Background: an optimization exercise with open tools, aiming at small area and a short achievable clock period. Do not read the settings as production practice. RTL that was checked went through simulation tests only; none was proved equivalent to the original. Power is estimated from default activity; no workload was simulated.

// rc4_cipher_buffer
module rc4_cipher_buffer #(
   parameter  int DATA_W = 8,
   parameter  int DEPTH  = 256,
   localparam int ADDR_W = $clog2(DEPTH)
) (
   input  logic              clk,
   input  logic              rst,
   input  logic              flush,
   input  logic              wr_valid,
   input  logic [DATA_W-1:0] wr_data,
   input  logic              rd_start,
   input  logic              rd_ready,
   output logic              rd_valid,
   output logic [DATA_W-1:0] rd_data,
   output logic              rd_last,
   output logic [ADDR_W:0]   frame_len,
   output logic              busy,
   output logic              overflow,
   output logic              wr_drop,
   output logic [1:0]        o_dbg_state
);
Size in the first run: ~2900 cells after synthesis, about 2200 flip-flops, about 38 I/O pins, about 48000 um^2 of cells after synthesis.
Settings: LEC_CHECK=0, CAP_MARGIN=20, CORE_MARGIN=2, CORE_UTILIZATION=80, SETUP_SLACK_MARGIN=2.3, SLEW_MARGIN=20; clock period 4.2 ns.
standard.sh (not shown) runs the stock make flow with config.mk's settings and CLKGATE_MAP_FILE= SYNTH_SCRIPT=/design/flow/synth_recipe.tcl, a recipe that flattens the netlist after the stock synthesis.
==> flow/flow/run.sh <==
#!/bin/bash
DU="sky130_fd_sc_hd__probe_p_8 sky130_fd_sc_hd__probec_p_8 sky130_fd_sc_hd__lpflow_bleeder_1"
DU="$DU sky130_fd_sc_hd__lpflow_clkbufkapwr_1 sky130_fd_sc_hd__lpflow_clkbufkapwr_16 sky130_fd_sc_hd__lpflow_clkbufkapwr_2"
DU="$DU sky130_fd_sc_hd__lpflow_clkbufkapwr_4 sky130_fd_sc_hd__lpflow_clkbufkapwr_8"
DU="$DU sky130_fd_sc_hd__lpflow_clkinvkapwr_1 sky130_fd_sc_hd__lpflow_clkinvkapwr_16 sky130_fd_sc_hd__lpflow_clkinvkapwr_2"
DU="$DU sky130_fd_sc_hd__lpflow_clkinvkapwr_4 sky130_fd_sc_hd__lpflow_clkinvkapwr_8"
DU="$DU sky130_fd_sc_hd__lpflow_decapkapwr_12 sky130_fd_sc_hd__lpflow_decapkapwr_3 sky130_fd_sc_hd__lpflow_decapkapwr_4"
DU="$DU sky130_fd_sc_hd__lpflow_decapkapwr_6 sky130_fd_sc_hd__lpflow_decapkapwr_8"
DU="$DU sky130_fd_sc_hd__lpflow_inputiso0n_1 sky130_fd_sc_hd__lpflow_inputiso0p_1 sky130_fd_sc_hd__lpflow_inputiso1n_1"
DU="$DU sky130_fd_sc_hd__lpflow_inputiso1p_1 sky130_fd_sc_hd__lpflow_inputisolatch_1"
DU="$DU sky130_fd_sc_hd__lpflow_isobufsrc_1 sky130_fd_sc_hd__lpflow_isobufsrc_16 sky130_fd_sc_hd__lpflow_isobufsrc_2"
DU="$DU sky130_fd_sc_hd__lpflow_isobufsrc_4 sky130_fd_sc_hd__lpflow_isobufsrc_8 sky130_fd_sc_hd__lpflow_isobufsrckapwr_16"
DU="$DU sky130_fd_sc_hd__lpflow_lsbuf_lh_hl_isowell_tap_1 sky130_fd_sc_hd__lpflow_lsbuf_lh_hl_isowell_tap_2"
DU="$DU sky130_fd_sc_hd__lpflow_lsbuf_lh_hl_isowell_tap_4 sky130_fd_sc_hd__lpflow_lsbuf_lh_isowell_4"
DU="$DU sky130_fd_sc_hd__lpflow_lsbuf_lh_isowell_tap_1 sky130_fd_sc_hd__lpflow_lsbuf_lh_isowell_tap_2"
DU="$DU sky130_fd_sc_hd__lpflow_lsbuf_lh_isowell_tap_4"
DU="$DU sky130_fd_sc_hd__clkdlybuf4s15_1 sky130_fd_sc_hd__clkdlybuf4s15_2 sky130_fd_sc_hd__clkdlybuf4s18_1"
DU="$DU sky130_fd_sc_hd__clkdlybuf4s18_2 sky130_fd_sc_hd__clkdlybuf4s25_1 sky130_fd_sc_hd__clkdlybuf4s25_2"
DU="$DU sky130_fd_sc_hd__clkdlybuf4s50_1 sky130_fd_sc_hd__clkdlybuf4s50_2 sky130_fd_sc_hd__dlygate4sd1_1"
DU="$DU sky130_fd_sc_hd__dlygate4sd2_1 sky130_fd_sc_hd__dlygate4sd3_1 sky130_fd_sc_hd__dlymetal6s2s_1"
DU="$DU sky130_fd_sc_hd__dlymetal6s4s_1 sky130_fd_sc_hd__dlymetal6s6s_1"
CTS="-sink_clustering_enable -repair_clock_nets -dont_use_dummy_load"
CTS="$CTS -sink_clustering_size 24 -sink_clustering_max_diameter 80"
bash standard.sh "DONT_USE_CELLS=$DU" "CTS_ARGS=$CTS" MATCH_CELL_FOOTPRINT=0 finish > standard.log 2>&1
The starting point died in global routing.
Change:
Settings changed: CORE_UTILIZATION 80 to 70, SETUP_SLACK_MARGIN 2.3 to 2.2.
This time the run went through all stages and came out clean. Synthesized cell count is unchanged. Synthesized area does not change.

* * *

Setup of run A:
The RTL this note starts from:
==> flow/design.v <==
module rc4_cipher_buffer #(
   parameter  int DATA_W = 8,
   parameter  int DEPTH  = 256,
   localparam int ADDR_W = $clog2(DEPTH)
) (
   input  logic              clk,
   input  logic              rst,
   input  logic              flush,
   input  logic              wr_valid,
   input  logic [DATA_W-1:0] wr_data,
   input  logic              rd_start,
   input  logic              rd_ready,
   output logic              rd_valid,
   output logic [DATA_W-1:0] rd_data,
   output logic              rd_last,
   output logic [ADDR_W:0]   frame_len,
   output logic              busy,
   output logic              overflow,
   output logic              wr_drop,
   output logic [1:0]        o_dbg_state
);
   localparam int OFF_W = 2;
   localparam int COL_W = (ADDR_W - OFF_W) / 2;
   localparam int ROW_W = ADDR_W - OFF_W - COL_W;
   localparam int NOFF  = 1 << OFF_W;
   localparam int NCOL  = 1 << COL_W;
   localparam int NROW  = 1 << ROW_W;
   localparam logic [1:0] S_IDLE    = 2'd0;
   localparam logic [1:0] S_CAPTURE = 2'd1;
   localparam logic [1:0] S_HOLD    = 2'd2;
   localparam logic [1:0] S_REPLAY  = 2'd3;
   localparam logic [ADDR_W:0] DEPTH_L = (ADDR_W+1)'(DEPTH);
   logic [DEPTH*DATA_W-1:0] r_ring;
   logic [1:0]        r_state;
   logic [ADDR_W:0]   r_count;
   logic [ADDR_W:0]   r_frame_len;
   logic              r_overflow;
   logic              r_wr_drop;
   logic [ADDR_W-1:0] r_phase;
   logic [NOFF-1:0]   r_q_off;
   logic [NCOL-1:0]   r_q_col;
   logic [NROW-1:0]   r_q_row;
   logic [DATA_W-1:0] r_tap_dly [NOFF];   
   logic              r_prime;      
   logic [ADDR_W-1:0] r_rem;        
   logic              r_rem_zero;   
   logic              r_rd_valid;
   logic              r_rd_last;
   logic [DATA_W-1:0] r_rd_data;
   logic              w_cap_start;
   logic              w_wr_en;
   logic              w_rep_start;
   logic              w_fetch;
   logic              w_fetch_last;
   logic              w_xfer_last;
   logic [ADDR_W-1:0] w_phase_nxt;
   logic [DATA_W-1:0] w_tap_word;
   logic [DATA_W-1:0] w_rd_word;
   assign w_cap_start  = ((r_state == S_IDLE) || (r_state == S_HOLD)) & wr_valid;
   assign w_wr_en      = w_cap_start | ((r_state == S_CAPTURE) & wr_valid & (r_count < DEPTH_L));
   assign w_rep_start  = (r_state == S_HOLD) & ~wr_valid & rd_start;
   assign w_xfer_last  = r_rd_valid & rd_ready & r_rd_last;
   assign w_fetch      = (r_state == S_REPLAY) & ~r_prime &
                         (~r_rd_valid | (rd_ready & ~r_rd_last));
   assign w_fetch_last = w_fetch & r_rem_zero;
   always_ff @(posedge clk) begin
      r_ring <= {r_ring[(DEPTH-1)*DATA_W-1:0],
                 w_wr_en ? wr_data : r_ring[DEPTH*DATA_W-1 -: DATA_W]};
   end
   assign w_phase_nxt = w_cap_start ? '0 : r_phase + 1'b1;
   always_ff @(posedge clk) begin
      r_phase <= w_phase_nxt;
   end
   logic              w_q_load;
   logic              w_q_hold;
   logic              w_q_adv;
   logic              w_col_adv;
   logic              w_row_adv;
   assign w_q_load  = w_cap_start | w_fetch_last;
   assign w_q_hold  = ~w_q_load & w_fetch;
   assign w_q_adv   = ~w_q_load & ~w_fetch;
   assign w_col_adv = w_q_adv & r_q_off[NOFF-1];
   assign w_row_adv = w_col_adv & r_q_col[NCOL-1];
   always_ff @(posedge clk) begin
      for (int i = 0; i < NOFF; i++)
         r_q_off[i] <= (w_q_load & (w_phase_nxt[OFF_W-1:0] == i)) |
                       (~w_q_adv & ~w_q_load & r_q_off[i]) |
                       (w_q_adv & r_q_off[(i+NOFF-1)%NOFF]);
      for (int i = 0; i < NCOL; i++)
         r_q_col[i] <= (w_q_load & (w_phase_nxt[OFF_W+COL_W-1:OFF_W] == i)) |
                       (~w_col_adv & ~w_q_load & r_q_col[i]) |
                       (w_col_adv & r_q_col[(i+NCOL-1)%NCOL]);
      for (int i = 0; i < NROW; i++)
         r_q_row[i] <= (w_q_load & (w_phase_nxt[ADDR_W-1:OFF_W+COL_W] == i)) |
                       (~w_row_adv & ~w_q_load & r_q_row[i]) |
                       (w_row_adv & r_q_row[(i+NROW-1)%NROW]);
   end
   always_comb begin
      w_tap_word = '0;
      for (int r = 0; r < NROW; r++) begin
         logic [DATA_W-1:0] row_word;
         row_word = '0;
         for (int c = 0; c < NCOL; c++)
            row_word = row_word |
                       (r_ring[((r*NCOL+c)*NOFF)*DATA_W +: DATA_W] & {DATA_W{r_q_col[c]}});
         w_tap_word = w_tap_word | (row_word & {DATA_W{r_q_row[r]}});
      end
   end
   always_ff @(posedge clk) begin
      r_tap_dly[1] <= w_tap_word;
      for (int i = 2; i < NOFF; i++) r_tap_dly[i] <= r_tap_dly[i-1];
   end
   always_comb begin
      w_rd_word = w_tap_word & {DATA_W{r_q_off[0]}};
      for (int i = 1; i < NOFF; i++)
         w_rd_word = w_rd_word | (r_tap_dly[i] & {DATA_W{r_q_off[i]}});
   end
   always_ff @(posedge clk) begin
      r_rd_data <= (w_rd_word & {DATA_W{w_fetch}}) | (r_rd_data & {DATA_W{~w_fetch}});
   end
   always_ff @(posedge clk) begin
      if (w_rep_start) begin
         r_rem      <= ADDR_W'(r_frame_len - 1'b1);
         r_rem_zero <= (r_frame_len == (ADDR_W+1)'(1));
      end else if (w_fetch) begin
         r_rem      <= r_rem - 1'b1;
         r_rem_zero <= (r_rem == ADDR_W'(1));
      end
   end
   always_ff @(posedge clk) begin
      if (!rst || flush) begin
         r_state     <= S_IDLE;
         r_count     <= '0;
         r_frame_len <= '0;
         r_overflow  <= 1'b0;
         r_wr_drop   <= 1'b0;
         r_prime     <= 1'b0;
         r_rd_valid  <= 1'b0;
         r_rd_last   <= 1'b0;
      end else begin
         r_prime <= w_rep_start;
         if (w_cap_start) begin
            r_state     <= S_CAPTURE;
            r_count     <= (ADDR_W+1)'(1);
            r_frame_len <= '0;
            r_overflow  <= 1'b0;
            r_wr_drop   <= 1'b0;
         end else if (w_rep_start) begin
            r_state <= S_REPLAY;
         end
         if (r_state == S_CAPTURE) begin
            if (wr_valid) begin
               if (r_count < DEPTH_L) r_count <= r_count + 1'b1;
               else                   r_overflow <= 1'b1;
            end else begin
               r_frame_len <= r_count;
               r_state     <= S_HOLD;
            end
         end
         if (r_state == S_REPLAY) begin
            if (wr_valid) r_wr_drop <= 1'b1;
            if (w_xfer_last) begin
               r_state    <= S_HOLD;
               r_rd_valid <= 1'b0;
               r_rd_last  <= 1'b0;
            end else if (w_fetch) begin
               r_rd_valid <= 1'b1;
               r_rd_last  <= r_rem_zero;
            end
         end
      end
   end
   assign rd_valid    = r_rd_valid;
   assign rd_data     = r_rd_data;
   assign rd_last     = r_rd_last;
   assign frame_len   = r_frame_len;
   assign overflow    = r_overflow;
   assign wr_drop     = r_wr_drop;
   assign busy        = r_state[0];
   assign o_dbg_state = r_state;
endmodule
Settings: LEC_CHECK=0, CAP_MARGIN=20, CORE_MARGIN=2, CORE_UTILIZATION=60, CTS_CLUSTER_DIAMETER=100, CTS_CLUSTER_SIZE=30, SETUP_SLACK_MARGIN=2.0, SLEW_MARGIN=20; clock period 4.2 ns.
run.sh (not shown) runs the stock make flow with config.mk's settings and CLKGATE_MAP_FILE= SYNTH_SCRIPT=/design/flow/synth_recipe.tcl, a recipe that flattens the netlist after the stock synthesis.
Stock flow here: none of the scripts above is used.
[inputs] run B vs run A
- removing CTS_CLUSTER_SIZE (formerly 30)
- setting CTS_BUF_LIST to sky130_fd_sc_hd__clkbuf_8 for the first time
- removing CTS_CLUSTER_DIAMETER (formerly 100)
==> results.txt <==
- Clock share of power in run B is 12 points higher than in run A
- Taking run A as the reference, in run B number of global-route vias before repair increased about 12%; met2 usage in global routing increased 2.0 points; share of power burned in combinational logic essentially unchanged; total routed wirelength increased 5.9%.
- Summary of run B over run A: worst-case clock buffer depth now sits higher, worst hold slack now sits lower.
- Summary — ratio of final minimum period to clock period, run B relative to run A: higher, by 3.1 points.
- Run B has first-iteration DRC count below what run A had.
diff inputs: run B => run C
- putting CTS_CLUSTER_SIZE at 24 where nothing was set
- putting CTS_CLUSTER_DIAMETER at 80 where nothing was set
- clearing CTS_BUF_LIST, which used to be sky130_fd_sc_hd__clkbuf_8
Findings:
Per the comparison of run C with run B, critical path depth shows an increase of 7; sequential share of cell area up 5.1 points. Measured against run C, the area of all placed cells without fillers of run B comes out at 1.07 times the reference value. Run C ends up with a routed length on met2 that is about 8% lower than in run B. On share of the core filled with cells in the final layout, the lower figure sits with run C, not run B.
No functional check of the RTL was part of any run of this note.

* * *

Starts from the design.v that is shown in full above.
Settings: LEC_CHECK=0, CAP_MARGIN=20, CORE_MARGIN=2, CORE_UTILIZATION=60, SETUP_SLACK_MARGIN=2.0, SLEW_MARGIN=20; clock period 4.2 ns.
The first run completed without violations.
Edit:
==> flow/flow/run.sh (new file) <==
#!/bin/bash
DU="sky130_fd_sc_hd__probe_p_8 sky130_fd_sc_hd__probec_p_8 sky130_fd_sc_hd__lpflow_bleeder_1"
DU="$DU sky130_fd_sc_hd__lpflow_clkbufkapwr_1 sky130_fd_sc_hd__lpflow_clkbufkapwr_16 sky130_fd_sc_hd__lpflow_clkbufkapwr_2"
DU="$DU sky130_fd_sc_hd__lpflow_clkbufkapwr_4 sky130_fd_sc_hd__lpflow_clkbufkapwr_8"
DU="$DU sky130_fd_sc_hd__lpflow_clkinvkapwr_1 sky130_fd_sc_hd__lpflow_clkinvkapwr_16 sky130_fd_sc_hd__lpflow_clkinvkapwr_2"
DU="$DU sky130_fd_sc_hd__lpflow_clkinvkapwr_4 sky130_fd_sc_hd__lpflow_clkinvkapwr_8"
DU="$DU sky130_fd_sc_hd__lpflow_decapkapwr_12 sky130_fd_sc_hd__lpflow_decapkapwr_3 sky130_fd_sc_hd__lpflow_decapkapwr_4"
DU="$DU sky130_fd_sc_hd__lpflow_decapkapwr_6 sky130_fd_sc_hd__lpflow_decapkapwr_8"
DU="$DU sky130_fd_sc_hd__lpflow_inputiso0n_1 sky130_fd_sc_hd__lpflow_inputiso0p_1 sky130_fd_sc_hd__lpflow_inputiso1n_1"
DU="$DU sky130_fd_sc_hd__lpflow_inputiso1p_1 sky130_fd_sc_hd__lpflow_inputisolatch_1"
DU="$DU sky130_fd_sc_hd__lpflow_isobufsrc_1 sky130_fd_sc_hd__lpflow_isobufsrc_16 sky130_fd_sc_hd__lpflow_isobufsrc_2"
DU="$DU sky130_fd_sc_hd__lpflow_isobufsrc_4 sky130_fd_sc_hd__lpflow_isobufsrc_8 sky130_fd_sc_hd__lpflow_isobufsrckapwr_16"
DU="$DU sky130_fd_sc_hd__lpflow_lsbuf_lh_hl_isowell_tap_1 sky130_fd_sc_hd__lpflow_lsbuf_lh_hl_isowell_tap_2"
DU="$DU sky130_fd_sc_hd__lpflow_lsbuf_lh_hl_isowell_tap_4 sky130_fd_sc_hd__lpflow_lsbuf_lh_isowell_4"
DU="$DU sky130_fd_sc_hd__lpflow_lsbuf_lh_isowell_tap_1 sky130_fd_sc_hd__lpflow_lsbuf_lh_isowell_tap_2"
DU="$DU sky130_fd_sc_hd__lpflow_lsbuf_lh_isowell_tap_4"
DU="$DU sky130_fd_sc_hd__clkdlybuf4s15_1 sky130_fd_sc_hd__clkdlybuf4s15_2 sky130_fd_sc_hd__clkdlybuf4s18_1"
DU="$DU sky130_fd_sc_hd__clkdlybuf4s18_2 sky130_fd_sc_hd__clkdlybuf4s25_1 sky130_fd_sc_hd__clkdlybuf4s25_2"
DU="$DU sky130_fd_sc_hd__clkdlybuf4s50_1 sky130_fd_sc_hd__clkdlybuf4s50_2 sky130_fd_sc_hd__dlygate4sd1_1"
DU="$DU sky130_fd_sc_hd__dlygate4sd2_1 sky130_fd_sc_hd__dlygate4sd3_1 sky130_fd_sc_hd__dlymetal6s2s_1"
DU="$DU sky130_fd_sc_hd__dlymetal6s4s_1 sky130_fd_sc_hd__dlymetal6s6s_1"
CTS="-sink_clustering_enable -repair_clock_nets -dont_use_dummy_load"
CTS="$CTS -sink_clustering_size 24 -sink_clustering_max_diameter 80"
bash standard.sh "DONT_USE_CELLS=$DU" "CTS_ARGS=$CTS" MATCH_CELL_FOOTPRINT=0 finish > standard.log 2>&1
==> flow/standard.sh (new file) <==
#!/bin/bash
# synth_recipe.tcl (not shown) runs the flow's synth.tcl, then flattens the netlist and writes it again
# the make line also repeats each setting of config.mk as NAME=value (left out here)
make -C /OpenROAD-flow-scripts/flow DESIGN_CONFIG=/design/flow/config.mk WORK_HOME=/design/flow/orfs CLKGATE_MAP_FILE= SYNTH_SCRIPT=/design/flow/synth_recipe.tcl "${@:-finish}"
removed: flow/run.sh
Routed wire length fell by 4.2%.
Power fell by about 20%.
Setup slack improved by 0.037 ns.
Hold slack got worse by 0.0054 ns.
Final cell count fell by about 6%.
Critical path depth rose by 3.
Via count fell by about 3.4%.
Area after synthesis stays the same.
Synthesized cell count is unchanged.
Edit:
==> flow/flow/run.sh (replaced) <==
#!/bin/bash
export CTS_ARGS="-sink_clustering_enable -repair_clock_nets -dont_use_dummy_load"
bash standard.sh > standard.log 2>&1
Effect:
- total power goes up by 14%
- utilization goes up by 4.5 points
- non-clock buffer count goes up by 24
Function was not checked in any run of this note: the RTL went through the layout flow alone.

port drivers added, routing unchanged:
The flow's constraints put no driver on any port. The routed layouts listed below were extracted and timed again, unchanged, in two steps. Step 1: set_driving_cell puts a clkbuf_16 on clk and a buf_2 on each other input, an assumption about the parent block. Step 2 adds t to the input delays and takes it off the output delays; t is the mean of the earliest and latest rising clock arrival at the registers after step 1. Input paths then give back, and output paths get back, about the clock's delay inside the block. Slacks: ideal / step 1 / step 2; pairs: ideal / step 1.
| run | t, ns | setup WS [ns] | worst setup path at the end | clock arrival spread, ns | worst register clock-pin slew, ns |
|---|---|---|---|---|---|
| the second run of note 1 | 0.713 | 2.208 / 2.141 / 1.673 | input to register | 0.055 / 0.055 | 0.09 / 0.09 |
| run A | 0.704 | 1.974 / 1.974 / 1.357 | input to register | 0.032 / 0.033 | 0.12 / 0.12 |
| run B | 0.949 | 1.844 / 1.772 / 1.218 | input to register | 0.081 / 0.082 | 0.07 / 0.07 |
| run C | 0.724 | 1.903 / 1.903 / 1.298 | input to register | 0.024 / 0.024 | 0.10 / 0.10 |
| the first run of note 3 | 0.819 | 1.958 / 1.889 / 1.264 | input to register | 0.046 / 0.045 | 0.07 / 0.07 |
| the second run of note 3 | 0.720 | 1.995 / 1.943 / 1.450 | input to register | 0.049 / 0.049 | 0.09 / 0.09 |
| the third run of note 3 | 0.781 | 1.960 / 1.960 / 1.253 | input to register | 0.090 / 0.091 | 0.07 / 0.07 |
After both steps every run listed still meets setup and hold. The setup slack of the third run of note 3, which loses most, moves by 0.000 ns with the drivers and by -0.707 ns with both steps.
